Source: an optimization exercise on an open RTL-to-GDS flow (aim: small area and few clock cycles). Production flows keep margins and buffers that such runs may drop.
Only simulation tests tie the RTL to the original design; equivalence was not proved.

$ cat flow/design.v
package vlsu_pkg;
  localparam int unsigned BusNibbles  = 8;
  localparam int unsigned BusIdxW     = $clog2(BusNibbles);
  localparam int unsigned LaneNibbles = 4;
  localparam int unsigned NrLanesDef  = 4;
  localparam int unsigned RowNibbles  = LaneNibbles * NrLanesDef;
  localparam int unsigned RowPtrW     = $clog2(RowNibbles);
  localparam int unsigned RowIdxW     = 4;
  localparam int unsigned AxiRW       = BusNibbles*4 + 1;
  localparam int unsigned TxnCtrlW    = 1 + BusIdxW + 8 + 4 + 1;
  localparam int unsigned MetaW       = 8 + 2;
  localparam int unsigned LaneWrW     = LaneNibbles*4 + LaneNibbles + RowIdxW;
  localparam int unsigned SeqInfoW    = RowPtrW;
  typedef struct packed {
    logic [BusNibbles*4-1:0] data;
    logic                    last;
  } axi_r_t;
  typedef struct packed {
    logic               is_head;
    logic [BusIdxW-1:0] head_nb;
    logic [7:0]         rmn_beat;
    logic [3:0]         lb_nb;      
    logic               is_final;
  } txn_ctrl_t;
  typedef struct packed {
    logic [7:0] vstart;
    logic [1:0] sew;
  } meta_t;
  typedef struct packed {
    logic [RowNibbles*4-1:0] nb;
    logic [RowNibbles-1:0]   en;
    logic                    last;
  } seq_row_t;
  typedef struct packed {
    logic [LaneNibbles*4-1:0] data;
    logic [LaneNibbles-1:0]   be;
    logic [RowIdxW-1:0]       row;
  } lane_wr_t;
  typedef struct packed {
    logic [RowPtrW-1:0] start_ptr;
  } seq_info_t;
endpackage
`timescale 1ns/1ps
module vlsu_fifo #(
  parameter int unsigned Depth = 4,
  parameter int unsigned Width = 1
) (
  input  logic             clk_i,
  input  logic             rst_ni,
  input  logic             in_valid_i,
  output logic             in_ready_o,
  input  logic [Width-1:0] in_i,
  output logic             out_valid_o,
  input  logic             out_ready_i,
  output logic [Width-1:0] out_o
);
  localparam int unsigned IdxW = (Depth > 1) ? $clog2(Depth) : 1;
  logic [Width-1:0] mem_q [Depth];
  logic [IdxW-1:0]  wr_idx_q, rd_idx_q;
  logic             wr_flag_q, rd_flag_q;
  logic             full, empty, push, pop;
  assign full  = (wr_idx_q == rd_idx_q) && (wr_flag_q != rd_flag_q);
  assign empty = (wr_idx_q == rd_idx_q) && (wr_flag_q == rd_flag_q);
  assign in_ready_o  = !full;
  assign out_valid_o = !empty;
  assign out_o       = mem_q[rd_idx_q];
  assign push = in_valid_i && in_ready_o;
  assign pop  = out_valid_o && out_ready_i;
  always_ff @(posedge clk_i or negedge rst_ni) begin
    if (!rst_ni) begin
      wr_idx_q  <= '0;
      rd_idx_q  <= '0;
      wr_flag_q <= 1'b0;
      rd_flag_q <= 1'b0;
    end else begin
      if (push) begin
        if (wr_idx_q == IdxW'(Depth - 1)) begin
          wr_idx_q  <= '0;
          wr_flag_q <= ~wr_flag_q;
        end else begin
          wr_idx_q <= wr_idx_q + 1'b1;
        end
      end
      if (pop) begin
        if (rd_idx_q == IdxW'(Depth - 1)) begin
          rd_idx_q  <= '0;
          rd_flag_q <= ~rd_flag_q;
        end else begin
          rd_idx_q <= rd_idx_q + 1'b1;
        end
      end
    end
  end
  always_ff @(posedge clk_i) begin
    if (push) begin
      mem_q[wr_idx_q] <= in_i;
    end
  end
endmodule
`timescale 1ns/1ps
module vlsu_seq_load #(
  parameter int unsigned MetaDepth = 2
) (
  input  logic      clk_i,
  input  logic      rst_ni,
  input  logic      axi_r_valid_i,
  output logic      axi_r_ready_o,
  input  vlsu_pkg::axi_r_t    axi_r_i,
  input  logic      txn_valid_i,
  output logic      txn_ready_o,
  input  vlsu_pkg::txn_ctrl_t txn_i,
  input  logic      meta_valid_i,
  output logic      meta_ready_o,
  input  vlsu_pkg::meta_t     meta_i,
  output logic      row_valid_o,
  input  logic      row_ready_i,
  output vlsu_pkg::seq_row_t  row_o
);
  typedef enum logic {
    S_IDLE,
    S_COMMIT
  } state_e;
  state_e state_q, state_d;
  vlsu_pkg::seq_info_t info_in, info_out;
  logic      info_valid, info_ready;
  assign info_in.start_ptr = meta_i.vstart[vlsu_pkg::RowPtrW-1:0] << meta_i.sew;
  vlsu_fifo #(
    .Depth (MetaDepth),
    .Width (vlsu_pkg::SeqInfoW)
  ) i_info_fifo (
    .clk_i       (clk_i),
    .rst_ni      (rst_ni),
    .in_valid_i  (meta_valid_i),
    .in_ready_o  (meta_ready_o),
    .in_i        (info_in),
    .out_valid_o (info_valid),
    .out_ready_i (info_ready),
    .out_o       (info_out)
  );
  logic [1:0][vlsu_pkg::RowNibbles*4-1:0] nb_q, nb_d;
  logic [1:0][vlsu_pkg::RowNibbles-1:0]   en_q, en_d;
  logic [1:0]                   last_q, last_d;
  logic [vlsu_pkg::RowNibbles*4-1:0]      wr_nb;
  logic [vlsu_pkg::RowNibbles-1:0]        wr_en;
  logic [1:0] wr_cnt_q, rd_cnt_q;
  logic       buf_full, buf_empty, row_enq, row_deq;
  assign buf_full  = (wr_cnt_q ^ rd_cnt_q) == 2'b10;
  assign buf_empty = wr_cnt_q == rd_cnt_q;
  assign row_valid_o = !buf_empty;
  assign row_o.nb    = nb_q[rd_cnt_q[0]];
  assign row_o.en    = en_q[rd_cnt_q[0]];
  assign row_o.last  = last_q[rd_cnt_q[0]];
  assign row_deq     = row_valid_o && row_ready_i;
  logic [vlsu_pkg::BusIdxW-1:0] bus_cnt_q, bus_cnt_d;
  logic [vlsu_pkg::RowPtrW-1:0] ptr_q, ptr_d;
  logic [3:0]         lower_nb, upper_nb, bus_avail, start_nb;
  logic [vlsu_pkg::RowPtrW:0]   row_free, n_cmt;
  logic               do_cmt, accept, final_beat;
  assign final_beat = txn_i.is_final && axi_r_i.last;
  assign lower_nb   = txn_i.is_head ? {1'b0, txn_i.head_nb} : 4'd0;
  assign upper_nb   = (txn_i.rmn_beat == '0) ? txn_i.lb_nb : 4'(vlsu_pkg::BusNibbles);
  assign bus_avail  = upper_nb - lower_nb - {1'b0, bus_cnt_q};
  assign row_free   = (vlsu_pkg::RowPtrW+1)'(vlsu_pkg::RowNibbles) - {1'b0, ptr_q};
  assign start_nb   = lower_nb + {1'b0, bus_cnt_q};
  assign do_cmt     = (state_q == S_COMMIT) && axi_r_valid_i && txn_valid_i && !buf_full;
  assign axi_r_ready_o = accept;
  assign txn_ready_o   = accept;
  always_comb begin
    state_d    = state_q;
    bus_cnt_d  = bus_cnt_q;
    ptr_d      = ptr_q;
    nb_d       = nb_q;
    en_d       = en_q;
    last_d     = last_q;
    wr_nb      = nb_q[wr_cnt_q[0]];
    wr_en      = en_q[wr_cnt_q[0]];
    info_ready = 1'b0;
    accept     = 1'b0;
    row_enq    = 1'b0;
    n_cmt      = '0;
    if (state_q == S_IDLE) begin
      if (txn_valid_i && info_valid) begin
        info_ready = 1'b1;
        bus_cnt_d  = '0;
        ptr_d      = info_out.start_ptr;
        state_d    = S_COMMIT;
      end
    end else if (do_cmt) begin
      if ({1'b0, bus_avail} > row_free) begin
        n_cmt     = row_free;
        bus_cnt_d = bus_cnt_q + vlsu_pkg::BusIdxW'(row_free);
        ptr_d     = '0;
        row_enq   = 1'b1;
      end else begin
        n_cmt     = {1'b0, bus_avail};
        bus_cnt_d = '0;
        ptr_d     = ptr_q + bus_avail;
        accept    = 1'b1;
        if (({1'b0, bus_avail} == row_free) || final_beat) begin
          ptr_d   = '0;
          row_enq = 1'b1;
        end
        if (final_beat) begin
          state_d = S_IDLE;
        end
      end
      for (int unsigned i = 0; i < vlsu_pkg::RowNibbles; i++) begin
        if ((i >= ptr_q) && (i < ptr_q + n_cmt)) begin
          wr_nb[i*4 +: 4] = axi_r_i.data[vlsu_pkg::BusIdxW'(i + start_nb - ptr_q)*4 +: 4];
          wr_en[i]        = 1'b1;
        end
      end
      nb_d[wr_cnt_q[0]]   = wr_nb;
      en_d[wr_cnt_q[0]]   = wr_en;
      last_d[wr_cnt_q[0]] = row_enq && accept && final_beat;
    end
    if (row_deq) begin
      nb_d[rd_cnt_q[0]]   = '0;
      en_d[rd_cnt_q[0]]   = '0;
      last_d[rd_cnt_q[0]] = 1'b0;
    end
  end
  always_ff @(posedge clk_i or negedge rst_ni) begin
    if (!rst_ni) begin
      state_q   <= S_IDLE;
      bus_cnt_q <= '0;
      ptr_q     <= '0;
      wr_cnt_q  <= '0;
      rd_cnt_q  <= '0;
      nb_q      <= '0;
      en_q      <= '0;
      last_q    <= '0;
    end else begin
      state_q   <= state_d;
      bus_cnt_q <= bus_cnt_d;
      ptr_q     <= ptr_d;
      nb_q      <= nb_d;
      en_q      <= en_d;
      last_q    <= last_d;
      if (row_enq) begin
        wr_cnt_q <= wr_cnt_q + 2'd1;
      end
      if (row_deq) begin
        rd_cnt_q <= rd_cnt_q + 2'd1;
      end
    end
  end
endmodule
`timescale 1ns/1ps
module vlsu_shuffle #(
  parameter int unsigned NrLanes = vlsu_pkg::NrLanesDef
) (
  input  logic                                clk_i,
  input  logic                                rst_ni,
  input  logic                                row_valid_i,
  output logic                                row_ready_o,
  input  vlsu_pkg::seq_row_t                            row_i,
  input  logic [NrLanes-1:0]                  lane_ready_i,
  output logic [NrLanes-1:0]                  lane_push_o,
  output logic [NrLanes-1:0][vlsu_pkg::LaneWrW-1:0] lane_o
);
  logic [vlsu_pkg::RowIdxW-1:0] row_cnt_q;
  logic               row_xfer;
  assign row_ready_o = &lane_ready_i;
  assign row_xfer    = row_valid_i && row_ready_o;
  for (genvar j = 0; j < NrLanes; j++) begin : gen_slice
    vlsu_pkg::lane_wr_t slice;
    assign slice.data     = row_i.nb[j*vlsu_pkg::LaneNibbles*4 +: vlsu_pkg::LaneNibbles*4];
    assign slice.be       = row_i.en[j*vlsu_pkg::LaneNibbles +: vlsu_pkg::LaneNibbles];
    assign slice.row      = row_cnt_q;
    assign lane_push_o[j] = row_xfer;
    assign lane_o[j]      = slice;
  end
  always_ff @(posedge clk_i or negedge rst_ni) begin
    if (!rst_ni) begin
      row_cnt_q <= '0;
    end else if (row_xfer) begin
      if (row_i.last) begin
        row_cnt_q <= '0;
      end else begin
        row_cnt_q <= row_cnt_q + 1'b1;
      end
    end
  end
endmodule
`timescale 1ns/1ps
module vlsu_lane_queue #(
  parameter int unsigned Depth = 4
) (
  input  logic     clk_i,
  input  logic     rst_ni,
  input  logic     push_i,
  input  vlsu_pkg::lane_wr_t wr_i,
  output logic     ready_o,
  output logic     q_valid_o,
  input  logic     q_ready_i,
  output vlsu_pkg::lane_wr_t q_o
);
  logic keep;
  assign keep = push_i && (|wr_i.be);
  vlsu_fifo #(
    .Depth (Depth),
    .Width (vlsu_pkg::LaneWrW)
  ) i_fifo (
    .clk_i       (clk_i),
    .rst_ni      (rst_ni),
    .in_valid_i  (keep),
    .in_ready_o  (ready_o),
    .in_i        (wr_i),
    .out_valid_o (q_valid_o),
    .out_ready_i (q_ready_i),
    .out_o       (q_o)
  );
endmodule
`timescale 1ns/1ps
module vlsu_wb_arbiter #(
  parameter int unsigned NrLanes = vlsu_pkg::NrLanesDef
) (
  input  logic                                     clk_i,
  input  logic                                     rst_ni,
  input  logic [NrLanes-1:0]                       q_valid_i,
  output logic [NrLanes-1:0]                       q_ready_o,
  input  logic [NrLanes-1:0][vlsu_pkg::LaneWrW-1:0] q_i,
  output logic                                     wb_valid_o,
  input  logic                                     wb_ready_i,
  output vlsu_pkg::lane_wr_t                                 wb_o,
  output logic [$clog2(NrLanes)-1:0]               wb_lane_o
);
  localparam int unsigned LaneW = $clog2(NrLanes);
  logic [LaneW-1:0] last_q, gnt;
  logic             found;
  always_comb begin
    int unsigned idx;
    found = 1'b0;
    gnt   = last_q;
    for (int unsigned off = 1; off <= NrLanes; off++) begin
      idx = (32'(last_q) + off) % NrLanes;
      if (!found && q_valid_i[idx]) begin
        found = 1'b1;
        gnt   = LaneW'(idx);
      end
    end
  end
  assign wb_valid_o = found;
  assign wb_o       = q_i[gnt];
  assign wb_lane_o  = gnt;
  always_comb begin
    q_ready_o = '0;
    if (wb_valid_o && wb_ready_i) begin
      q_ready_o[gnt] = 1'b1;
    end
  end
  always_ff @(posedge clk_i or negedge rst_ni) begin
    if (!rst_ni) begin
      last_q <= LaneW'(NrLanes - 1);
    end else if (wb_valid_o && wb_ready_i) begin
      last_q <= gnt;
    end
  end
endmodule
`timescale 1ns/1ps
module vlsu_load_top #(
  parameter int unsigned NrLanes   = vlsu_pkg::NrLanesDef,
  parameter int unsigned MetaDepth = 2,
  parameter int unsigned LaneDepth = 4
) (
  input  logic                       clk_i,
  input  logic                       rst_ni,
  input  logic                       axi_r_valid_i,
  output logic                       axi_r_ready_o,
  input  logic [32:0]                axi_r_i,
  input  logic                       txn_valid_i,
  output logic                       txn_ready_o,
  input  logic [16:0]                txn_i,
  input  logic                       meta_valid_i,
  output logic                       meta_ready_o,
  input  logic [9:0]                 meta_i,
  output logic                       wb_valid_o,
  input  logic                       wb_ready_i,
  output logic [23:0]                wb_o,
  output logic [$clog2(NrLanes)-1:0] wb_lane_o
);
  vlsu_pkg::axi_r_t    axi_r;
  vlsu_pkg::txn_ctrl_t txn;
  vlsu_pkg::meta_t     meta;
  assign axi_r = axi_r_i;
  assign txn   = txn_i;
  assign meta  = meta_i;
  logic       busy_q;           
  logic [3:0] ptr_q;            
  logic       first_q;          
  logic [3:0] row_q;            
  logic       mid_q;            
  logic [2:0] idx_q;            
  logic [2:0][3:0] buf_q;       
  logic [3:0] start_ptr, ptr, row;
  logic [1:0] lo, f, lane;
  logic       mid, active;
  assign start_ptr = meta.vstart[3:0] << meta.sew;
  assign active    = meta_valid_i;
  assign ptr       = busy_q ? ptr_q : start_ptr;
  assign lo        = (busy_q && !first_q) ? 2'd0 : start_ptr[1:0];
  assign row       = busy_q ? row_q : 4'd0;
  assign mid       = busy_q && mid_q;
  assign f         = ptr[1:0];
  assign lane      = ptr[3:2];
  logic [2:0] lower, idx, s;
  logic [3:0] upper, t;
  logic [4:0] d;
  logic       final_beat, close, beat_v;
  assign beat_v     = axi_r_valid_i && txn_valid_i && active;
  assign final_beat = txn.is_final && axi_r.last;
  assign lower      = txn.is_head ? txn.head_nb : 3'd0;
  assign upper      = (txn.rmn_beat == '0) ? txn.lb_nb : 4'd8;
  assign idx        = mid ? idx_q : lower;
  assign t          = {1'b0, idx} + {2'b0, ~f} + 4'd1;
  assign d          = {1'b0, upper} - {1'b0, t};
  assign close      = !d[4];
  assign s          = t[2:0] + 3'd4;
  logic [7:0][3:0] bnib;
  logic [3:0][3:0] rot;
  assign bnib = axi_r.data;
  logic [7:0][3:0] r1, r2;
  always_comb begin
    for (int unsigned i = 0; i < 8; i++) begin
      r1[i]  = s[0] ? bnib[(i + 1) % 8] : bnib[i];
    end
    for (int unsigned i = 0; i < 8; i++) begin
      r2[i]  = s[1] ? r1[(i + 2) % 8] : r1[i];
    end
    for (int unsigned i = 0; i < 4; i++) begin
      rot[i] = s[2] ? r2[i + 4] : r2[i];
    end
  end
  logic [2:0][3:0] buf_in;
  always_comb begin
    for (int unsigned p = 0; p < 3; p++) begin
      buf_in[p] = (s[2] ^ close) ? r2[p + 4] : r2[p];
    end
  end
  logic [3:0][3:0] out_nb;
  logic [3:0]      be;
  always_comb begin
    for (int unsigned i = 0; i < 4; i++) begin
      out_nb[i] = (i < 3 && i < 32'(f)) ? buf_q[i % 3] : rot[i];
      be[i]     = (i >= 32'(lo)) && (close || (i < 32'(d[1:0])));
    end
  end
  logic wr, do_step, take, done, stash;
  assign wr      = beat_v && (close || final_beat);
  assign do_step = beat_v && (!wr || wb_ready_i);
  assign stash   = close && !final_beat && (d[3:2] == 2'b00);
  assign take    = do_step && (close ? (stash || d == 5'd0) : 1'b1);
  assign done    = take && final_beat;
  assign meta_ready_o  = done;
  assign axi_r_ready_o = take;
  assign txn_ready_o   = take;
  assign wb_valid_o = wr;
  assign wb_o       = {out_nb, be, row};
  assign wb_lane_o  = lane;
  always_ff @(posedge clk_i or negedge rst_ni) begin
    if (!rst_ni) begin
      busy_q <= 1'b0;
    end else begin
      busy_q <= (busy_q || do_step) && !done;
    end
  end
  always_ff @(posedge clk_i) begin
    ptr_q <= ptr;
    first_q <= !busy_q || first_q;
    row_q <= row;
    mid_q <= mid;
    if (do_step) begin
      ptr_q[1:0] <= (close && !stash) ? 2'd0 : d[1:0];
      mid_q      <= !take;
      if (close) begin
        ptr_q[3:2] <= lane + 2'd1;
        first_q    <= 1'b0;
        row_q      <= (lane == 2'd3) ? row + 4'd1 : row;
      end
    end
    if (do_step) begin
      idx_q <= t[2:0];
      for (int unsigned p = 0; p < 3; p++) begin
        if (close || p >= 32'(f)) begin
          buf_q[p] <= buf_in[p];
        end
      end
    end
  end
endmodule
$ cat flow/flow/run.sh
#!/bin/bash
# Standard ORFS layout with two changes: ABC maps the logic with its
# area-oriented mapper (flow/abc_area.script in place of abc_speed.script),
# and the port buffers are made of the smallest buffer cell.
set -euo pipefail
rm -rf scripts_abc
cp -r "$FLOW_HOME/scripts" scripts_abc
cp flow/abc_area.script scripts_abc/abc_speed.script
bash standard.sh SCRIPTS_DIR="$PWD/scripts_abc" \
  BUFFER_PORTS_ARGS="-buffer_cell sky130_fd_sc_hd__buf_1" finish > standard_flow.log 2>&1
$ cat flow/flow/abc_area.script
strash
dch
amap
strash
dch
amap
$ cat flow/standard.sh
#!/bin/bash
# synth_recipe.tcl (not shown) runs the flow's synth.tcl, then flattens the netlist and writes it again
# the make line also repeats each setting of config.mk as NAME=value (left out here)
make -C /OpenROAD-flow-scripts/flow DESIGN_CONFIG=/design/flow/config.mk WORK_HOME=/design/flow/orfs CLKGATE_MAP_FILE= SYNTH_SCRIPT=/design/flow/synth_recipe.tcl "${@:-finish}"
$ cat flow/config.mk
export PLATFORM = sky130hd
export DESIGN_NAME = vlsu_load_top
export DESIGN_NICKNAME = vlsu_load_top
export VERILOG_FILES = /design/flow/design.v
export SDC_FILE = /design/flow/constraint.sdc
export NUM_CORES = 4
export LEC_CHECK = 0
export CAP_MARGIN = 20
export CORE_MARGIN = 2
export CORE_UTILIZATION = 40
export PLACE_DENSITY = 0.6
export SLEW_MARGIN = 20
$ cat flow/constraint.sdc
create_clock -name core_clock -period 10.0 [get_ports {clk_i}]
set_input_delay 2.0000 -clock core_clock [delete_from_list [all_inputs] [get_ports {clk_i}]]
set_output_delay 2.0000 -clock core_clock [all_outputs]
set_load 0.01 [all_outputs]
==> summary.txt, run 1 <==
* Die Wd at 76.8 µm
* Seq. cell area at between 600 and 700 µm²
* Port-buffer cells at 91
* Post-CTS Resized at 0
* Clock Sinks at 26
* CTS Buf Count at 3
* Setup TNS at 0 ns
* Worst Hold Class: reg2reg
* Global-route wire length before repair at 9860 µm
* Reg2reg setup slack at 5.19 ns
* Crit path to: meta_ready_o
* Die area at 5890 µm²
* Synth Cell Area at 2120 µm²
* Placed Cells at just over 400
* H-tree lvl count at 1
* Setup-failing EPs final at 0
* Synth Area in Compound Gates at 0.485
* Post-Layout Cell Count at 418
* Diodes inserted at 0
* Worst setup path start: meta_i[0]
* Share of cells above drive strength 1 at 0.0402
* Placed Area at 2610 µm²
* DR pass1 iterations at 4
* Worst Setup End Kind: primary output
* CP max FO at 18
* Post-Synth Adder-Cell Area at 0.0603
* Die Ht at roughly 77 µm
* Cells after Synth at 245
* Required time of the critical path at 8.00 ns
* CTS tree: yes
* Grt ovf at 0
* Clk_skew at 0.00748 ns
* Area of the multi-input gates at around 1300 µm²
* Wire length per cell at 14.8 µm
* Reg2Reg Depth at 23
* Simple-gate share of the synthesized area at 0.0910
* Hold buffer count at CTS at 0
* Crit path arrival time at around 6.7 ns
* Fin. max-slew vios at 0
* Via count at about 2500
* Pin count of the biggest net entering global routing at 35
* Num ports at 96
* Final hold violations at 0
* Post-CTS Setup Bufs at 0
* Yosys reg bits at 26
* Slew Limit Headroom at 0.588
* Final wirelength at between 6000 and 7000 µm
* RSZ-0062 raised after global routing: false
* Vias per cell at about 6
* RR Endpoint: row_q[3]$_DFF_P_
* Initial antenna violation count at 0
* DRC at 0
* Period minus WS final at between 8 and 9 ns
* Yosys warns at 1
* Cell row count at 26
* DR iter-0 viols at 126
* Initial Util at 0.415
* CTS clk-pin slew, worst paths at 0.08 ns
* Largest family of logic cells by synthesized area: compound AO/OA/AOI/OAI gates
* Core area at roughly 5100 µm²
* Detail Route Antenna Nets at 0
* Area Overhead vs Synth at 25.7%
* Worst slew pin tran at 0.612 ns
* Xor/xnor share of the synthesized area at 0
* Max Freq at 115 MHz
* Period utilization at 0.873
* GP Congestion at 0.740
* All-layer global routing usage at 0.203
* Post-layout nets at between 400 and 500
* Run status: finished clean
* Vias in the first global route at 2174
* Fill cells at 514
* Multiplexer share of the synthesized area at 0
* Yosys cell types at 32
* Post-Syn Area per Cell at 8.64 µm²
* Post-DP HPWL at 4540 µm
* Clock latency (worst-skew pair) at 0.27 ns
* R2r startpoint: busy_q$_DFF_PN0_
* Sequential area share after synthesis at 0.319
* WS Path Type: in2out
* Max-cap violations at 0
* Clk root buf: clkbuf_8
* Max clock buf depth at 2
* Post-route cell area at between 2000 and 3000 µm²
* Syn_nets at 320
* CP Launch Type: primary input
[flip-flops by register name, summed over array words and instances (netlist names)]
| register | count |
|---|---|
| row_q | 4 |
| ptr_q | 4 |
| mid_q | 1 |
| idx_q | 3 |
| busy_q | 1 |
| first_q | 1 |
| buf_q | 12 |
[metal layers]
metal	wire [µm]	vias to the layer above	track usage
met3	347	4	0.0224
met2	2900	90	0.349
met4	42	0	0.0436
met5	0	-	0
li1	-	1255	-
met1	2890	1182	0.275
[logic make-up after synthesis]
kind of cell / Yosys count
AO/OA/AOI/OAI: 144
AND/OR/NAND/NOR: 43
flip-flops: 26
buffers and inverters: 23
adder cells (fa/ha/maj): 9
[cells in the mapped netlist]
cell type  count  area (µm²)
a211oi_1       1        7.51
a21boi_0       1        7.51
a21o_1         4        30.0
a21oi_1       13        65.1
a221oi_1       5        43.8
a22o_1        17         149
a22oi_1        1        7.51
a31oi_1        1        6.26
a32oi_1        3        26.3
buf_4          2        15.0
clkinv_1      21        78.8
dfrtp_1        1        25.0
dfxtp_1       10         200
edfxtp_1      15         450
fa_1           2        40.0
ha_1           7        87.6
nand2_1       14        52.6
nand3_1        4        20.0
nand3b_1       1        7.51
nand4_1        1        6.26
nor2_1        14        52.6
nor2b_1        3        18.8
nor3_1         2        10.0
nor4_1         2        12.5
o211ai_1       1        7.51
o21ai_0        4        20.0
o22a_1        23         201
o22ai_1       64         400
o31ai_1        2        15.0
o32a_1         4        40.0
or2_0          1        6.26
or3_1          1        6.26
[worst max-delay path: stages]
cell and delay [ns]:
buf_1 0.15, clkinv_1 0.14, o22ai_1 0.23, nor3_1 0.09
a21oi_1 0.12, buf_4 0.22, clkinv_1 0.27, fa_1 0.50
o21ai_1 0.14, buf_4 0.26, clkinv_1 0.14, nor2_1 0.20
a21oi_1 0.13, nand2_1 0.09, o21ai_0 0.07, buf_4 0.16
nor2_1 0.14, nor2_1 0.05, nor2_1 0.38, clkinv_1 0.34
o31ai_1 0.49, nor2b_1 0.23, buf_1 0.17
[placed cells by master (no fill, tap or decap), types with 13 or more instances in the layout]
cell type / count
nor2_1: 14
a22o_1: 17
o22a_1: 23
edfxtp_1: 15
buf_1: 91
a21oi_1: 13
nand2_1: 14
o22ai_1: 64
clkinv_1: 21
[cell type report]
cell class / count / share of cell area
Sequential cell: 26 / 0.254
Clock buffer: 4 / 0.0207
Inverter: 21 / 0.0296
Timing Repair Buffer: 101 / 0.157
Tap cell: 70 / 0.0329
Multi-Input combinational cell: 196 / 0.506
[worst min path at each step]
| stage | slack [ns] | startpoint | cells after the start | end |
|---|---|---|---|---|
| global route | 0.54 | first_q$_DFF_P_ | 2 | first_q$_DFF_P_ |
| global placement | 0.45 | first_q$_DFF_P_ | 2 | first_q$_DFF_P_ |
| finish | 0.48 | first_q$_DFF_P_ | 2 | first_q$_DFF_P_ |
| CTS | 0.48 | first_q$_DFF_P_ | 2 | first_q$_DFF_P_ |
| detailed placement | 0.46 | first_q$_DFF_P_ | 2 | first_q$_DFF_P_ |
| floorplan | 0.43 | first_q$_DFF_P_ | 2 | first_q$_DFF_P_ |
[through the flow]
| step | setup slack (ns) | hold WS, ns | util |
|---|---|---|---|
| final | 1.27 | 0.483 | 0.521 |
| after global placement | 1.30 | 0.451 | 0.510 |
| after global routing | 0.671 | 0.540 | 0.521 |
| after CTS | 1.27 | 0.483 | 0.521 |
| after detailed placement | 1.27 | 0.462 | 0.510 |
| after floorplan | 0.293 | 0.428 | - |
Testbench counts, summed over its fixed seeds: cycles 14,178.
==> run 2: changes to the inputs <==
--- a/flow/config.mk
+++ b/flow/config.mk
@@ -10,2 +10,3 @@
 export CORE_UTILIZATION = 40
+export GPL_TIMING_DRIVEN = 0
 export PLACE_DENSITY = 0.6
==> summary.txt, run 2 <==
* Run status: finished clean (unchanged)
* CP max FO at 34 (was 18)
* Period minus WS final at 9.53 ns (was 8.73 ns)
* Num ports at 96 (unchanged)
* Synth Cell Area at 2120 µm² (unchanged)
* Yosys warns at 1 (unchanged)
* Yosys reg bits at 26 (unchanged)
* Largest register by flop count: buf_q (unchanged)
* Worst Setup End Kind: primary output (unchanged)
* Worst slew pin tran at 0.712 ns (was 0.612 ns)
* Vias per cell at 6.09 (was 6.06)
* Post-DP HPWL at 4580 µm (was 4540 µm)
* Diodes inserted at 0 (unchanged)
* Final hold violations at 0 (unchanged)
* Final core utilization at 0.522 (was 0.521)
* Hold buffer count at CTS at 0 (unchanged)
* Post-layout nets at 418 (was 424)
* Placed Cells at 407 (was 414)
* Max FFs per register at 12 (unchanged)
* Global-route wire length before repair at 10300 µm (was 9860 µm)
* Area Overhead vs Synth at 26.0% (was 25.7%)
* Cell row count at 26 (unchanged)
* Sequential area share after synthesis at 0.319 (unchanged)
* Synth area leaders: edfxtp_1 (21%), o22ai_1 (19%), o22a_1 (9.5%), dfxtp_1 (9.5%), a22o_1 (7.0%) (unchanged)
* Required time of the critical path at 8.00 ns (about the same)
* EDFF count, synth at 15 (unchanged)
* Synth async-reset ratio at 0.0385 (unchanged)
* Slew Limit Headroom at 0.525 (was 0.588)
* Count leader, synth: o22ai_1 (unchanged)
* Placed Area at 2560 µm² (was 2610 µm²)
* Post-route cell area at 2670 µm² (was 2660 µm²)
* DRC at 0 (unchanged)
* Die area at 5890 µm² (unchanged)
* Vias in the first global route at 2258 (was 2174)
* Detail Route Antenna Nets at 0 (unchanged)
* Setup-failing EPs final at 0 (unchanged)
* Setup TNS at 0 ns (unchanged)
* Crit path arrival time at 7.53 ns (was 6.73 ns)
* GP Congestion at 0.772 (was 0.740)
* CP Launch Type: primary input (unchanged)
* Die Wd at 76.8 µm (unchanged)
* Worst Hold Class: reg2reg (unchanged)
* Port-buffer cells at 91 (unchanged)
* Post-CTS Setup Bufs at 0 (unchanged)
* Period utilization at 0.953 (was 0.873)
* Max-cap violations at 0 (unchanged)
* Post-Syn Area per Cell at 8.64 µm² (unchanged)
* Via count at 2508 (was 2531)
* Clock Sinks at 26 (unchanged)
* RSZ-0062 raised after global routing: false (unchanged)
* Core area at 5110 µm² (unchanged)
* CTS Buf Count at 3 (unchanged)
* Grt ovf at 0 (unchanged)
* Clock latency (worst-skew pair) at 0.28 ns (was 0.27 ns)
* Syn_nets at 320 (unchanged)
* Share of cells above drive strength 1 at 0.0468 (was 0.0402)
* Initial Util at 0.415 (unchanged)
* Pin count of the biggest net entering global routing at 35 (unchanged)
* DR iter-0 viols at 99 (was 126)
* Post-Layout Cell Count at 412 (was 418)
* Clk root buf: clkbuf_8 (unchanged)
* Initial antenna violation count at 0 (unchanged)
* Worst Hold Slack at 0.485 ns (was 0.483 ns)
* Commonest non-fill, non-tap cells in the layout: buf_1 (91), o22ai_1 (64), o22a_1 (23), clkinv_1 (18), a22o_1 (17) (was buf_1 (91), o22ai_1 (64), o22a_1 (23), clkinv_1 (21), a22o_1 (17))
* Die Ht at 76.8 µm (unchanged)
* Post-CTS Resized at 4 (was 0)
* Cells after Synth at 245 (unchanged)
* Wire length per cell at 15.4 µm (was 14.8 µm)
* Max clock buf depth at 2 (unchanged)
* H-tree lvl count at 1 (unchanged)
* Fill cells at 528 (was 514)
* Most common cell after layout, fill and taps aside: buf_1 (unchanged)
* Fin. max-slew vios at 0 (unchanged)
* Area share of the largest cell type after synthesis at 0.213 (unchanged)
* Max Freq at 105 MHz (was 115 MHz)
* WS Path Type: in2out (unchanged)
* All-layer global routing usage at 0.212 (was 0.203)
* CTS clk-pin slew, worst paths at 0.09 ns (was 0.08 ns)
* Clk_skew at 0.00692 ns (was 0.00748 ns)
* DR pass1 iterations at 4 (unchanged)
* Biggest regs: buf_q (12), ptr_q (4), row_q (4) (unchanged)
* Post-synth top cells: o22ai_1 (64), o22a_1 (23), clkinv_1 (21) (unchanged)
* Area leader, netlist: edfxtp_1 (unchanged)
* Yosys cell types at 32 (unchanged)
* CTS tree: yes (unchanged)
* Synth Flop Type: edfxtp_1 (unchanged)
* Final wirelength at 6330 µm (was 6180 µm)
-- run 2: layer usage --
metal | vias to the layer above | track usage | routed length (µm)
met5 | - | 0 | 0
met4 | 0 | 0.0545 | 57
met3 | 4 | 0.0141 | 385
met2 | 91 | 0.356 | 2870
met1 | 1165 | 0.295 | 3010
li1 | 1248 | - | -
-- run 2: worst max-delay path, cell delays in order --
cell      delay [ns]
buf_1           0.14
clkinv_1        0.14
nand2_1         0.15
nor3_1          0.07
a21oi_1         0.57
clkinv_1        0.17
ha_2            0.24
fa_2            0.95
clkinv_2        0.59
fa_1            0.62
o21ai_0         0.53
clkinv_1        0.41
o21ai_0         0.45
o31ai_2         0.17
nor2b_1         0.18
buf_1           0.12
-- run 2: cell families after synthesis --
kind of cell / synth area share
compound gates: 0.485
simple gates: 0.0910
flops: 0.319
buf+inv: 0.0443
fa+ha+maj: 0.0603
-- run 2: final timing paths --
| check | startpoint | endpoint | slack [ns] | cells past startpoint |
|---|---|---|---|---|
| max | meta_i[0] | meta_ready_o | 0.47 | 16 |
| min | first_q$_DFF_P_ | first_q$_DFF_P_ | 0.49 | 2 |
| max reg2reg | busy_q$_DFF_PN0_ | buf_q[4]$_DFFE_PP_ | 3.71 | 13 |
| min reg2reg | first_q$_DFF_P_ | first_q$_DFF_P_ | 0.49 | 2 |
| max in group asynchronous | rst_ni | busy_q$_DFF_PN0_ | 8.43 | 1 |
| min in group asynchronous | rst_ni | busy_q$_DFF_PN0_ | 1.47 | 1 |
-- run 2: cell type report --
type / count / area [µm²] / area share
inverters: 21 / 85.1 / 0.0319
plain buffers: 2 / 15.0 / 0.00563
clock inverters: 1 / 30.0 / 0.0113
repair buffers: 93 / 360 / 0.135
multi-input cells: 196 / 1370 / 0.515
well taps: 70 / 87.6 / 0.0328
clock buffers: 3 / 41.3 / 0.0155
flip-flops and latches: 26 / 676 / 0.253
-- run 2: per-stage QoR --
stage | worst slack [ns]
finish | 0.469
global route | 0.0539
CTS | 0.0455
detailed placement | -1.16
global placement | -2.31
floorplan | 0.293
==> run 3: changes to the inputs <==
--- a/flow/design.v
+++ b/flow/design.v
@@ -410,6 +410,6 @@
   logic       final_beat, close, beat_v;
-  assign beat_v     = axi_r_valid_i && txn_valid_i && active;
+  assign beat_v     = axi_r_valid_i && active;
   assign final_beat = txn.is_final && axi_r.last;
   assign lower      = txn.is_head ? txn.head_nb : 3'd0;
-  assign upper      = (txn.rmn_beat == '0) ? txn.lb_nb : 4'd8;
+  assign upper      = axi_r.last ? txn.lb_nb : 4'd8;
   assign idx        = mid ? idx_q : lower;
--- a/flow/config.mk
+++ b/flow/config.mk
@@ -10,3 +10,2 @@
 export CORE_UTILIZATION = 40
-export GPL_TIMING_DRIVEN = 0
 export PLACE_DENSITY = 0.6
==> summary.txt, run 3 <==
* CP max FO at 18 (was 34)
* GP Congestion at 0.811 (was 0.772)
* Count leader, synth: o22ai_1 (unchanged)
* Diodes inserted at 0 (unchanged)
* Final core utilization at 0.518 (was 0.522)
* CTS Buf Count at 3 (unchanged)
* Crit path arrival time at 6.82 ns (was 7.53 ns)
* Synth Area in Compound Gates at 0.493 (was 0.485)
* Initial antenna violation count at 0 (unchanged)
* Largest family of logic cells by synthesized area: compound AO/OA/AOI/OAI gates (unchanged)
* Clk_skew at 0.00159 ns (was 0.00692 ns)
* Die Ht at 76.5 µm (was 76.8 µm)
* Final wirelength at 6220 µm (was 6330 µm)
* Yosys cell types at 30 (was 32)
* Area leader, netlist: edfxtp_1 (unchanged)
* Post-CTS Resized at 0 (was 4)
* Worst slew pin tran at 0.541 ns (was 0.712 ns)
* Commonest non-fill, non-tap cells in the layout: buf_1 (82), o22ai_1 (64), o22a_1 (23), clkinv_1 (19), a22o_1 (17) (was buf_1 (91), o22ai_1 (64), o22a_1 (23), clkinv_1 (18), a22o_1 (17))
* Core area at 5070 µm² (was 5110 µm²)
* Reg2Reg Depth at 24 (was 13)
* Post-DP HPWL at 4670 µm (was 4580 µm)
* EDFF count, synth at 15 (unchanged)
* Max Freq at 113 MHz (was 105 MHz)
* CP Launch Type: primary input (unchanged)
* Worst Hold Class: reg2reg (unchanged)
* Vias in the first global route at 2098 (was 2258)
* Num ports at 96 (unchanged)
* Detail Route Antenna Nets at 0 (unchanged)
* Most common cell after layout, fill and taps aside: buf_1 (unchanged)
* CTS tree: yes (unchanged)
* Required time of the critical path at 8.00 ns (about the same)
* Wire length per cell at 15.4 µm (about the same)
* Synth async-reset ratio at 0.0385 (unchanged)
* Largest register by flop count: buf_q (unchanged)
* Slew Limit Headroom at 0.638 (was 0.525)
* H-tree lvl count at 1 (unchanged)
* Final hold violations at 0 (unchanged)
* Worst Setup End Kind: primary output (unchanged)
* WS Path Type: in2out (unchanged)
* Post-Synth Adder-Cell Area at 0.0608 (was 0.0603)
* DRC at 0 (unchanged)
* Biggest regs: buf_q (12), ptr_q (4), row_q (4) (unchanged)
* Synth Cell Area at 2100 µm² (was 2120 µm²)
* Crit path to: meta_ready_o (unchanged)
* Syn_nets at 315 (was 320)
* Reg2reg setup slack at 5.07 ns (was 3.71 ns)
* Setup-failing EPs final at 0 (unchanged)
* Sequential area share after synthesis at 0.322 (was 0.319)
* Xor/xnor share of the synthesized area at 0 (unchanged)
* Area Overhead vs Synth at 25.1% (was 26.0%)
* Clock latency (worst-skew pair) at 0.28 ns (about the same)
* Cells after Synth at 240 (was 245)
* Max-cap violations at 0 (unchanged)
* All-layer global routing usage at 0.211 (was 0.212)
* Vias per cell at 6.01 (was 6.09)
* Setup TNS at 0 ns (unchanged)
* Post-synth top cells: o22ai_1 (64), o22a_1 (23), clkinv_1 (19) (was o22ai_1 (64), o22a_1 (23), clkinv_1 (21))
* Post-Syn Area per Cell at 8.75 µm² (was 8.64 µm²)
* Max clock buf depth at 2 (unchanged)
* Port-buffer cells at 82 (was 91)
* Grt ovf at 0 (unchanged)
* Yosys reg bits at 26 (unchanged)
* R2r startpoint: busy_q$_DFF_PN0_ (unchanged)
* Yosys warns at 1 (unchanged)
* Share of cells above drive strength 1 at 0.0419 (was 0.0468)
* Post-layout nets at 410 (was 418)
* Post-CTS Setup Bufs at 0 (unchanged)
* Synth Flop Type: edfxtp_1 (unchanged)
* Die area at 5850 µm² (was 5890 µm²)
* Clock Sinks at 26 (unchanged)
* Area share of the largest cell type after synthesis at 0.214 (was 0.213)
* RSZ-0062 raised after global routing: false (unchanged)
* Hold buffer count at CTS at 0 (unchanged)
* Initial Util at 0.414 (was 0.415)
* Run status: finished clean (unchanged)
* Max FFs per register at 12 (unchanged)
* Global-route wire length before repair at 10100 µm (was 10300 µm)
* Die Wd at 76.5 µm (was 76.8 µm)
* Cell row count at 26 (unchanged)
* DR iter-0 viols at 162 (was 99)
* Fin. max-slew vios at 0 (unchanged)
* RR Endpoint: row_q[3]$_DFF_P_ (was buf_q[4]$_DFFE_PP_)
* DR pass1 iterations at 4 (unchanged)
* CTS clk-pin slew, worst paths at 0.10 ns (was 0.09 ns)
* Period utilization at 0.882 (was 0.953)
* Multiplexer share of the synthesized area at 0 (unchanged)
* Worst setup path start: meta_i[0] (unchanged)
* Synth area leaders: edfxtp_1 (21%), o22ai_1 (19%), o22a_1 (9.6%), dfxtp_1 (9.5%), a22o_1 (7.1%) (was edfxtp_1 (21%), o22ai_1 (19%), o22a_1 (9.5%), dfxtp_1 (9.5%), a22o_1 (7.0%))
* Pin count of the biggest net entering global routing at 35 (unchanged)
* Period minus WS final at 8.82 ns (was 9.53 ns)
* Via count at 2429 (was 2508)
* Simple-gate share of the synthesized area at 0.0840 (was 0.0910)
* Clk root buf: clkbuf_8 (unchanged)
==> run 3: cell types whose count changed after synthesis, sizes merged, moves of 2 or more <==
cell,delta
nor4,-2
nor2b,+2
nand3,-4
nand2,-2
clkinv,-2
==> run 3: layout make-up <==
class	instances	area [µm²]
inverter	19	71.3
tap	70	87.6
fill	512	2450
clock inverter	1	30.0
clock buffer	3	41.3
timing repair buffer	92	383
sequential	26	676
multi-input combinational	193	1340
==> run 3: kinds of logic after synthesis <==
family                   count (synthesis)
AND/OR/NAND/NOR                         39
AO/OA/AOI/OAI                          145
buffers and inverters                   21
adder cells (fa/ha/maj)                  9
flip-flops                              26
==> run 3: how the worst min path moves through the flow <==
stage                          startpoint         endpoint  slack [ns]  cells after the start
after floorplan           first_q$_DFF_P_  first_q$_DFF_P_        0.43                      2
after global placement    first_q$_DFF_P_  first_q$_DFF_P_        0.45                      2
after detailed placement  first_q$_DFF_P_  first_q$_DFF_P_        0.46                      2
after CTS                 first_q$_DFF_P_  first_q$_DFF_P_        0.48                      2
after global routing      first_q$_DFF_P_  first_q$_DFF_P_        0.51                      2
final                     first_q$_DFF_P_  first_q$_DFF_P_        0.48                      2
==> run 3: metal layers <==
layer | track usage | wire length, µm
met2 | 0.330 | 2800
met5 | 0 | 0
met3 | 0.0379 | 458
met1 | 0.297 | 2870
met4 | 0.0655 | 95
==> run 3: critical path, cell delays in order <==
cell      delay (ns)
buf_1           0.15
clkinv_1        0.14
o22ai_1         0.22
nor3_1          0.09
a21oi_1         0.18
clkinv_1        0.28
fa_1            0.50
o21ai_1         0.14
buf_4           0.25
clkinv_1        0.11
nor2_1          0.19
a21oi_1         0.09
a21o_1          0.19
a21oi_1         0.21
clkinv_1        0.19
nor2_1          0.17
nor2_1          0.06
nor2_1          0.42
clkinv_1        0.35
o31ai_1         0.47
and3_1          0.25
buf_1           0.16
==> run 3: per-stage QoR <==
step / area (µm²) / instances / setup slack, ns / hold WS, ns
floorplan: 2100 / 240 / 0.268 / 0.428
global placement: 2560 / 400 / 1.27 / 0.447
detailed placement: 2560 / 400 / 1.24 / 0.456
CTS: 2630 / 404 / 1.21 / 0.482
global route: 2630 / 404 / 0.485 / 0.511
finish: 2630 / 404 / 1.18 / 0.480
Testbench counts of run 3, summed over its fixed seeds: cycles 14,178.
==> run 4: changes to the inputs <==
--- a/flow/design.v
+++ b/flow/design.v
@@ -410,6 +410,6 @@
   logic       final_beat, close, beat_v;
-  assign beat_v     = axi_r_valid_i && active;
+  assign beat_v     = axi_r_valid_i && txn_valid_i && active;
   assign final_beat = txn.is_final && axi_r.last;
   assign lower      = txn.is_head ? txn.head_nb : 3'd0;
-  assign upper      = axi_r.last ? txn.lb_nb : 4'd8;
+  assign upper      = (txn.rmn_beat == '0) ? txn.lb_nb : 4'd8;
   assign idx        = mid ? idx_q : lower;
==> flow/flow/run.sh (replaced) <==
#!/bin/bash
# Standard ORFS layout, with the port buffers made of the smallest buffer cell.
set -euo pipefail
bash standard.sh BUFFER_PORTS_ARGS="-buffer_cell sky130_fd_sc_hd__buf_1" finish > standard_flow.log 2>&1
removed: flow/flow/abc_area.script
==> summary.txt, run 4 <==
* Biggest regs: buf_q (12), ptr_q (4), row_q (4) (unchanged)
* Clock Sinks at 26 (unchanged)
* Xor/xnor share of the synthesized area at 0.0335 (was 0)
* Synth async-reset ratio at 0.0385 (unchanged)
* Die Ht at 86.5 µm (was 76.5 µm)
* Min-Delay Startpoint: first_q$_DFF_P_ (unchanged)
* Area Overhead vs Synth at 16.6% (was 25.1%)
* Die Wd at 86.5 µm (was 76.5 µm)
* Post-DP HPWL at 5340 µm (was 4670 µm)
* Wire length per cell at 15.1 µm (was 15.4 µm)
* Worst slew pin tran at 0.551 ns (was 0.541 ns)
* Post-CTS Setup Bufs at 0 (unchanged)
* Worst Hold Slack at 0.492 ns (was 0.480 ns)
* Period minus WS final at 8.52 ns (was 8.82 ns)
* Core area at 6680 µm² (was 5070 µm²)
* CTS tree: yes (unchanged)
* Cells after Synth at 281 (was 240)
* Fill cells at 675 (was 512)
* Crit path arrival time at 6.52 ns (was 6.82 ns)
* RR Endpoint: buf_q[3]$_DFFE_PP_ (was row_q[3]$_DFF_P_)
* Count leader, synth: nand2_1 (was o22ai_1)
* All-layer global routing usage at 0.186 (was 0.211)
* Required time of the critical path at 8.00 ns (about the same)
* Max FFs per register at 12 (unchanged)
* Crit path to: wb_o[6] (was meta_ready_o)
* Synth Area in Compound Gates at 0.168 (was 0.493)
* Grt ovf at 0 (unchanged)
* Simple-gate share of the synthesized area at 0.149 (was 0.0840)
* Worst Setup End Kind: primary output (unchanged)
* Clk_skew at 0.00403 ns (was 0.00159 ns)
* WS Path Type: in2out (unchanged)
* Final wirelength at 6690 µm (was 6220 µm)
* Cell row count at 30 (was 26)
* Detail Route Antenna Nets at 0 (unchanged)
* Synth Flop Type: edfxtp_1 (unchanged)
* Worst Hold Class: reg2reg (unchanged)
* Clock latency (worst-skew pair) at 0.28 ns (about the same)
* Largest register by flop count: buf_q (unchanged)
* EDFF count, synth at 15 (unchanged)
* Reg2Reg Depth at 13 (was 24)
* Reg2reg setup slack at 4.79 ns (was 5.07 ns)
* Final worst slack at 1.48 ns (was 1.18 ns)
* CP max FO at 46 (was 18)
* Share of cells above drive strength 1 at 0.154 (was 0.0419)
* DR iter-0 viols at 62 (was 162)
* Area leader, netlist: edfxtp_1 (unchanged)
* CP Launch Type: primary input (unchanged)
* Post-layout nets at 440 (was 410)
* Pin count of the biggest net entering global routing at 47 (was 35)
* Yosys reg bits at 26 (unchanged)
* Multiplexer share of the synthesized area at 0.312 (was 0)
* Synth Cell Area at 2720 µm² (was 2100 µm²)
* DR pass1 iterations at 6 (was 4)
* Fin. max-slew vios at 0 (unchanged)
* Diodes inserted at 0 (unchanged)
* Max Freq at 117 MHz (was 113 MHz)
* Synth area leaders: edfxtp_1 (17%), mux2i_1 (9.2%), mux2_2 (9.1%), mux4_2 (9.1%), dfxtp_1 (7.3%) (was edfxtp_1 (21%), o22ai_1 (19%), o22a_1 (9.6%), dfxtp_1 (9.5%), a22o_1 (7.1%))
* Final core utilization at 0.475 (was 0.518)
* R2r startpoint: busy_q$_DFF_PN0_ (unchanged)
* Post-route cell area at 3180 µm² (was 2630 µm²)
* Post-Synth Adder-Cell Area at 0.0469 (was 0.0608)
* DRC at 0 (unchanged)
* Vias per cell at 5.56 (was 6.01)
* Sequential area share after synthesis at 0.248 (was 0.322)
* Final hold violations at 0 (unchanged)
* Initial antenna violation count at 0 (unchanged)
* Yosys cell types at 53 (was 30)
* Yosys warns at 1 (unchanged)
* Worst setup path start: meta_i[0] (unchanged)
* Num ports at 96 (unchanged)
* Syn_nets at 356 (was 315)
* Port-buffer cells at 91 (was 82)
* Largest family of logic cells by synthesized area: multiplexers (was compound AO/OA/AOI/OAI gates)
* Setup slack at placement at 1.44 ns (was 1.24 ns)
* Hold buffer count at CTS at 0 (unchanged)
* Post-synth top cells: nand2_1 (26), mux2i_1 (25), mux2_2 (22) (was o22ai_1 (64), o22a_1 (23), clkinv_1 (19))
* Max-cap violations at 0 (unchanged)
* GP Congestion at 0.767 (was 0.811)
* CTS clk-pin slew, worst paths at 0.09 ns (was 0.10 ns)
* Slew Limit Headroom at 0.631 (was 0.638)
* Commonest non-fill, non-tap cells in the layout: buf_1 (91), nand2_1 (26), mux2i_1 (25), mux2_2 (22), o21ai_0 (20) (was buf_1 (82), o22ai_1 (64), o22a_1 (23), clkinv_1 (19), a22o_1 (17))
* Global-route wire length before repair at 11200 µm (was 10100 µm)
* Via count at 2468 (was 2429)
* Period utilization at 0.852 (was 0.882)
* Initial Util at 0.408 (was 0.414)
* Setup TNS at 0 ns (unchanged)
* Clk root buf: clkbuf_8 (unchanged)
* Setup-failing EPs final at 0 (unchanged)
* Max clock buf depth at 2 (unchanged)
* Area share of the largest cell type after synthesis at 0.165 (was 0.214)
* Die area at 7490 µm² (was 5850 µm²)
* Post-CTS Resized at 0 (unchanged)
* Post-Syn Area per Cell at 9.69 µm² (was 8.75 µm²)
* Vias in the first global route at 2361 (was 2098)
* Placed Area at 3120 µm² (was 2560 µm²)
* H-tree lvl count at 1 (unchanged)
* Run status: finished clean (unchanged)
* CTS Buf Count at 3 (unchanged)
* RSZ-0062 raised after global routing: false (unchanged)
* Most common cell after layout, fill and taps aside: buf_1 (unchanged)
run 4: cell count changes in the layout (fill, tap and decap cells not counted), moves of 8 or more:
| cell | change |
|---|---|
| o22ai_1 | -64 |
| mux2i_1 | +25 |
| o22a_1 | -23 |
| mux2_2 | +22 |
| o21ai_0 | +18 |
| a22o_1 | -17 |
| clkinv_1 | -17 |
| nand2_1 | +14 |
| mux4_2 | +11 |
| buf_1 | +9 |
| inv_1 | +8 |
run 4: cells by family after synthesis:
| family | after synthesis |
|---|---|
| buffers and inverters | 26 |
| AOI/OAI and AO/OA | 69 |
| DFF | 26 |
| adders and majority gates | 9 |
| and+or+nand+nor | 78 |
| muxes | 65 |
| xor gates and xnor gates | 8 |
run 4: critical path, cell delays in order:
cell,delay [ns]
buf_1,0.23
nor2b_1,0.12
a21o_1,0.19
a22oi_1,0.33
clkinv_1,0.35
fa_2,0.64
buf_4,0.45
inv_1,0.16
fa_1,0.54
or3b_2,0.47
mux2i_1,0.30
nor3_4,0.13
inv_1,0.21
nor2_1,0.08
a21oi_1,0.14
buf_1,0.17
run 4: area by class of cell:
class                           count  area, µm²  area share
Timing Repair Buffer               95        372       0.117
Tap cell                           80        100      0.0315
Multi-Input combinational cell    229       1940       0.610
Sequential cell                    26        676       0.213
Clock buffer                        4       55.1      0.0173
Inverter                           10       37.5      0.0118
run 4: metrics by stage:
stage | std cells
final | 444
after global routing | 444
after CTS | 444
after detailed placement | 440
after global placement | 440
after floorplan | 281
run 4: metal layers:
layer / wire [µm] / vias to the layer above / global-route usage
li1: - / 1232 / -
met1: 3060 / 1158 / 0.245
met2: 3230 / 73 / 0.332
met3: 373 / 5 / 0.0267
met4: 27 / 0 / 0.0256
met5: 0 / - / 0
run 4: worst min-delay path by stage:
stage	to	cells past startpoint
floorplan	first_q$_DFF_P_	2
global placement	first_q$_DFF_P_	2
detailed placement	first_q$_DFF_P_	2
CTS	first_q$_DFF_P_	2
global route	first_q$_DFF_P_	2
finish	first_q$_DFF_P_	2
Testbench counts of run 4, summed over its fixed seeds: cycles 14,178.
==> run 5: changes to the inputs <==
--- a/flow/design.v
+++ b/flow/design.v
@@ -410,6 +410,6 @@
   logic       final_beat, close, beat_v;
-  assign beat_v     = axi_r_valid_i && txn_valid_i && active;
+  assign beat_v     = axi_r_valid_i && active;
   assign final_beat = txn.is_final && axi_r.last;
   assign lower      = txn.is_head ? txn.head_nb : 3'd0;
-  assign upper      = (txn.rmn_beat == '0) ? txn.lb_nb : 4'd8;
+  assign upper      = axi_r.last ? txn.lb_nb : 4'd8;
   assign idx        = mid ? idx_q : lower;
==> flow/flow/run.sh (replaced) <==
#!/bin/bash
# Standard ORFS layout with three changes: ABC maps the logic with its
# area-oriented mapper (flow/abc_area.script in place of abc_speed.script),
# the port buffers are made of the smallest buffer cell, and the clock tree
# is built from clkbuf_8 cells without dummy loads.
set -euo pipefail
rm -rf scripts_abc
cp -r "$FLOW_HOME/scripts" scripts_abc
cp flow/abc_area.script scripts_abc/abc_speed.script
bash standard.sh SCRIPTS_DIR="$PWD/scripts_abc" \
  BUFFER_PORTS_ARGS="-buffer_cell sky130_fd_sc_hd__buf_1" \
  CTS_ARGS="-sink_clustering_enable -repair_clock_nets -dont_use_dummy_load -root_buf sky130_fd_sc_hd__clkbuf_8 -buf_list sky130_fd_sc_hd__clkbuf_8 -sink_clustering_size 30 -sink_clustering_max_diameter 200" \
  finish > standard_flow.log 2>&1
==> flow/flow/abc_area.script (new file) <==
strash
dch
amap
strash
dch
amap
--- a/flow/config.mk
+++ b/flow/config.mk
@@ -10,2 +10,3 @@
 export CORE_UTILIZATION = 40
+export GPL_TIMING_DRIVEN = 0
 export PLACE_DENSITY = 0.6
==> summary.txt, run 5 <==
* Worst Hold Class: reg2reg (unchanged)
* Final wirelength at 6650 µm (was 6690 µm)
* Cell row count at 26 (was 30)
* DRC at 0 (unchanged)
* Fin. max-slew vios at 0 (unchanged)
* Final core utilization at 0.516 (was 0.475)
* Num ports at 96 (unchanged)
* Port-buffer cells at 82 (was 91)
* Share of cells above drive strength 1 at 0.0578 (was 0.154)
* Max Freq at 107 MHz (was 117 MHz)
* Die Wd at 76.5 µm (was 86.5 µm)
* Max FFs per register at 12 (unchanged)
* CP max FO at 34 (was 46)
* Cell mode on critical path: clkinv_1
* Core area at 5070 µm² (was 6680 µm²)
* All-layer global routing usage at 0.215 (was 0.186)
* Diodes inserted at 0 (unchanged)
* CTS clk-pin slew, worst paths at 0.09 ns (about the same)
* Commonest non-fill, non-tap cells in the layout: buf_1 (82), o22ai_1 (63), o22a_1 (23), a22o_1 (17), clkinv_1 (16) (was buf_1 (91), nand2_1 (26), mux2i_1 (25), mux2_2 (22), o21ai_0 (20))
* Period minus WS final at 9.35 ns (was 8.52 ns)
* Most common cell after layout, fill and taps aside: buf_1 (unchanged)
* Slew Limit Headroom at 0.303 (was 0.631)
* Worst path slowest cell: ha_1 (was fa_2)
* Post-layout nets at 406 (was 440)
* Max clock buf depth at 2 (unchanged)
* Vias per cell at 6.29 (was 5.56)
* Crit path arrival time at 7.35 ns (was 6.52 ns)
* Hold buffer count at CTS at 0 (unchanged)
* Cells after Synth at 240 (was 281)
* Initial antenna violation count at 0 (unchanged)
* Clock Sinks at 26 (unchanged)
* Setup-failing EPs final at 0 (unchanged)
* Initial Util at 0.414 (was 0.408)
* Pin count of the biggest net entering global routing at 35 (was 47)
* Yosys warns at 1 (unchanged)
* Die area at 5850 µm² (was 7490 µm²)
* H-tree lvl count at 1 (unchanged)
* Slowest stage delay, CP at 0.73 ns (was 0.64 ns)
* Yosys cell types at 30 (was 53)
* Area Overhead vs Synth at 24.7% (was 16.6%)
* Grt ovf at 0 (unchanged)
* Wire length per cell at 16.7 µm (was 15.1 µm)
* Via count at 2509 (was 2468)
* Sequential area share after synthesis at 0.322 (was 0.248)
* Worst slew pin tran at 1.05 ns (was 0.551 ns)
* Final hold violations at 0 (unchanged)
* Detail Route Antenna Nets at 0 (unchanged)
* Clk_skew at 0.0111 ns (was 0.00403 ns)
* Synth area leaders: edfxtp_1 (21%), o22ai_1 (19%), o22a_1 (9.6%), dfxtp_1 (9.5%), a22o_1 (7.1%) (was edfxtp_1 (17%), mux2i_1 (9.2%), mux2_2 (9.1%), mux4_2 (9.1%), dfxtp_1 (7.3%))
* Worst Setup End Kind: primary output (unchanged)
* Period utilization at 0.935 (was 0.852)
* Synth async-reset ratio at 0.0385 (unchanged)
* Area share of the largest cell type after synthesis at 0.214 (was 0.165)
* Clk root buf: clkbuf_8 (unchanged)
* Delay-heaviest family, CP: buffers and inverters (unchanged)
* Setup TNS at 0 ns (unchanged)
* Biggest regs: buf_q (12), ptr_q (4), row_q (4) (unchanged)
* Global-route wire length before repair at 10500 µm (was 11200 µm)
* Synth Cell Area at 2100 µm² (was 2720 µm²)
* GP Congestion at 0.804 (was 0.767)
* Max-cap violations at 0 (unchanged)
* CTS tree: yes (unchanged)
* Post-synth top cells: o22ai_1 (64), o22a_1 (23), clkinv_1 (19) (was nand2_1 (26), mux2i_1 (25), mux2_2 (22))
* Buf+Inv Stages, Crit Path at 8 (was 6)
* Count leader, synth: o22ai_1 (was nand2_1)
* DR iter-0 viols at 202 (was 62)
* Yosys reg bits at 26 (unchanged)
* Clock latency (worst-skew pair) at 0.28 ns (about the same)
* Post-DP HPWL at 4690 µm (was 5340 µm)
* DR pass1 iterations at 5 (was 6)
* Run status: finished clean (unchanged)
* Required time of the critical path at 8.00 ns (about the same)
* Crit-path cells: buf_1 > clkinv_1 > nand2_1 > nor3_1 > a21oi_2 > clkinv_1 > ha_1 > clkinvlp_4 > ha_1 > fa_1 > clkinv_1 > a21o_1 > a21oi_2 > clkinv_1 > nor2_1 > nor2_1 > nor2_2 > clkinv_1 > o31ai_1 > and3_1 > buf_1 (was buf_1 > nor2b_1 > a21o_1 > a22oi_1 > clkinv_1 > fa_2 > buf_4 > inv_1 > fa_1 > or3b_2 > mux2i_1 > nor3_4 > inv_1 > nor2_1 > a21oi_1 > buf_1)
* Synth Flop Type: edfxtp_1 (unchanged)
* Largest register by flop count: buf_q (unchanged)
* WS Path Type: in2out (unchanged)
* EDFF count, synth at 15 (unchanged)
* Post-Syn Area per Cell at 8.75 µm² (was 9.69 µm²)
* RSZ-0062 raised after global routing: false (unchanged)
* Vias in the first global route at 2218 (was 2361)
* Die Ht at 76.5 µm (was 86.5 µm)
* CP Launch Type: primary input (unchanged)
* Syn_nets at 315 (was 356)
* CTS Buf Count at 3 (unchanged)
* Area leader, netlist: edfxtp_1 (unchanged)
run 5: cells by family (layout without fill, tap and decap cells):
family                   after synthesis  in the layout  synth area share
buffers and inverters                 21            110            0.0411
AND/OR/NAND/NOR                       39             39            0.0840
flip-flops                            26             26             0.322
adder cells (fa/ha/maj)                9              9            0.0607
AO/OA/AOI/OAI                        145            145             0.493
run 5: metal layers:
metal	routed length, µm	global-route usage	up-vias
li1	-	-	1205
met1	3060	0.302	1195
met2	3130	0.347	99
met3	385	0.0367	10
met4	72	0.0455	0
met5	0	0	-
run 5: through the flow:
step | hold slack [ns] | std cells | worst slack [ns] | area [µm²]
after CTS | 0.479 | 395 | 0.0329 | 2570
after floorplan | 0.428 | 240 | 0.268 | 2100
final | 0.478 | 399 | 0.654 | 2620
after detailed placement | 0.458 | 392 | -1.62 | 2500
after global placement | 0.448 | 392 | -2.37 | 2500
after global routing | 0.502 | 399 | 0.196 | 2620
run 5: cell type report:
type,count,area (µm²)
Sequential cell,26,676
Multi-Input combinational cell,193,1380
Timing Repair inverter,1,5.00
Clock buffer,3,41.3
Fill cell,519,2460
Timing Repair Buffer,85,334
Inverter,19,80.1
Tap cell,70,87.6
Buffer,2,15.0
run 5: worst reg2reg max path: cells and delay by family, from the launching register on:
family / cells / cell delay (ns)
compound gates: 4 / 1.00
flops: 1 / 0.56
simple gates: 8 / 1.35
buf+inv: 6 / 1.48
fa+ha+maj: 3 / 1.15
run 5: final timing paths:
path	depth (start not counted)	startpoint	endpoint	slack, ns
worst max-delay path	21	meta_i[0]	meta_ready_o	0.65
worst min-delay path	2	first_q$_DFF_P_	first_q$_DFF_P_	0.48
worst max register to register	21	busy_q$_DFF_PN0_	row_q[3]$_DFF_P_	4.37
worst min register to register	2	first_q$_DFF_P_	first_q$_DFF_P_	0.48
max in group asynchronous	1	rst_ni	busy_q$_DFF_PN0_	8.44
min in group asynchronous	1	rst_ni	busy_q$_DFF_PN0_	1.47
run 5: repair_timing:
item,CTS,global route
endpoints found under the setup margin,8,3
resized for setup,7,4
pin swaps,0,2
setup buffers,0,3
cloned,0,1
Testbench counts of run 5, summed over its fixed seeds: cycles 14,178.
==> run 6: changes to the inputs <==
--- a/flow/config.mk
+++ b/flow/config.mk
@@ -10,3 +10,2 @@
 export CORE_UTILIZATION = 40
-export GPL_TIMING_DRIVEN = 0
 export PLACE_DENSITY = 0.6
==> summary.txt, run 6 <==
* Cells after Synth at 240 (unchanged)
* Port-buffer cells at 82 (unchanged)
* Slew Limit Headroom at 0.660 (was 0.303)
* Hold buffer count at CTS at 0 (unchanged)
* Setup slack at placement at 1.24 ns (was -1.62 ns)
* Max clock buf depth at 2 (unchanged)
* RR Endpoint: row_q[3]$_DFF_P_ (unchanged)
* Yosys cell types at 30 (unchanged)
* CTS tree: yes (unchanged)
* Run status: finished clean (unchanged)
* Initial Util at 0.414 (unchanged)
* Pin count of the biggest net entering global routing at 35 (unchanged)
* Crit path to: meta_ready_o (unchanged)
* WS Path Type: in2out (unchanged)
* Required time of the critical path at 8.00 ns (about the same)
* Final hold violations at 0 (unchanged)
* Biggest regs: buf_q (12), ptr_q (4), row_q (4) (unchanged)
* Yosys warns at 1 (unchanged)
* RSZ-0062 raised after global routing: false (unchanged)
* R2r startpoint: busy_q$_DFF_PN0_ (unchanged)
* Initial antenna violation count at 0 (unchanged)
* Die Wd at 76.5 µm (unchanged)
* Commonest non-fill, non-tap cells in the layout: buf_1 (82), o22ai_1 (64), o22a_1 (23), clkinv_1 (19), a22o_1 (17) (was buf_1 (82), o22ai_1 (63), o22a_1 (23), a22o_1 (17), clkinv_1 (16))
* Synth Area in Compound Gates at 0.493 (unchanged)
* Area leader, netlist: edfxtp_1 (unchanged)
* Multiplexer share of the synthesized area at 0 (unchanged)
* Count leader, synth: o22ai_1 (unchanged)
* CTS Buf Count at 3 (unchanged)
* Max-cap violations at 0 (unchanged)
* Die Ht at 76.5 µm (unchanged)
* Fin. max-slew vios at 0 (unchanged)
* Largest register by flop count: buf_q (unchanged)
* Clk root buf: clkbuf_8 (unchanged)
* Yosys reg bits at 26 (unchanged)
* Area share of the largest cell type after synthesis at 0.214 (unchanged)
* Core area at 5070 µm² (unchanged)
* Share of cells above drive strength 1 at 0.0390 (was 0.0578)
* Post-layout nets at 410 (was 406)
* Vias per cell at 5.97 (was 6.29)
* DR iter-0 viols at 181 (was 202)
* Worst Setup End Kind: primary output (unchanged)
* Diodes inserted at 0 (unchanged)
* Post-Layout Cell Count at 403 (was 399)
* DR pass1 iterations at 4 (was 5)
* Worst slew pin tran at 0.508 ns (was 1.05 ns)
## run 6: how the worst min path moves through the flow
stage / start / depth (start not counted) / endpoint
after global placement: first_q$_DFF_P_ / 2 / first_q$_DFF_P_
final: first_q$_DFF_P_ / 2 / first_q$_DFF_P_
after global routing: first_q$_DFF_P_ / 2 / first_q$_DFF_P_
after CTS: first_q$_DFF_P_ / 2 / first_q$_DFF_P_
after floorplan: first_q$_DFF_P_ / 2 / first_q$_DFF_P_
after detailed placement: first_q$_DFF_P_ / 2 / first_q$_DFF_P_
## run 6: area by class of cell
type | instances | area, µm²
Fill cell | 518 | 2480
Inverter | 19 | 71.3
Timing Repair Buffer | 92 | 383
Sequential cell | 26 | 676
Multi-Input combinational cell | 193 | 1340
Tap cell | 70 | 87.6
Clock buffer | 3 | 41.3
## run 6: metrics by stage
step	utilization	instance area [µm²]
CTS	0.512	2600
floorplan	-	2100
global route	0.512	2600
finish	0.512	2600
global placement	0.504	2560
detailed placement	0.504	2560
## run 6: logic make-up after synthesis
group,count (synthesis)
compound gates,145
simple gates,39
flops,26
buf+inv,21
fa+ha+maj,9
## run 6: worst max-delay path, delay by kind of cell
kind / cells / cell delay, ns
simple gates: 6 / 1.17
buf+inv: 8 / 1.62
fa+ha+maj: 1 / 0.50
compound gates: 7 / 1.51
## run 6: layer usage
metal  wire [µm]  share of wire  track usage
met1        2830           0.45        0.300
met3         479          0.077       0.0332
met5           0              0            0
met2        2830           0.45        0.328
met4          95          0.015       0.0655

[separate check: timing with driven ports]
No port has a modelled driver above. Below, the same layouts with a new extraction and two added sets of constraints. Step 1 assumes that a clkbuf_16 drives the clock port and a buf_2 every other input. Step 2 adds t to the input delays and takes it off the output delays; t is the mean of the earliest and latest rising clock arrival at the registers after step 1. Input paths then give back, and output paths get back, about the clock's delay inside the block. Slacks: no drivers / after step 1 / after step 2; pairs: no drivers / after step 1.
run	shift t [ns]	slack for setup (ns)	worst slew at a driven data input, ns
run 1	0.290	1.275 / 1.245 / 1.245	0.05
run 2	0.300	0.469 / 0.438 / 0.438	0.04
run 3	0.308	1.181 / 1.156 / 1.156	0.04
run 4	0.300	1.482 / 1.460 / 1.460	0.03
run 5	0.301	0.654 / 0.626 / 0.626	0.04
run 6	0.302	1.195 / 1.169 / 1.169	0.04
After both steps setup and hold are still met in every run listed. For run 2, which loses most, drivers alone change the setup slack by -0.031 ns; drivers and shift together by -0.031 ns.
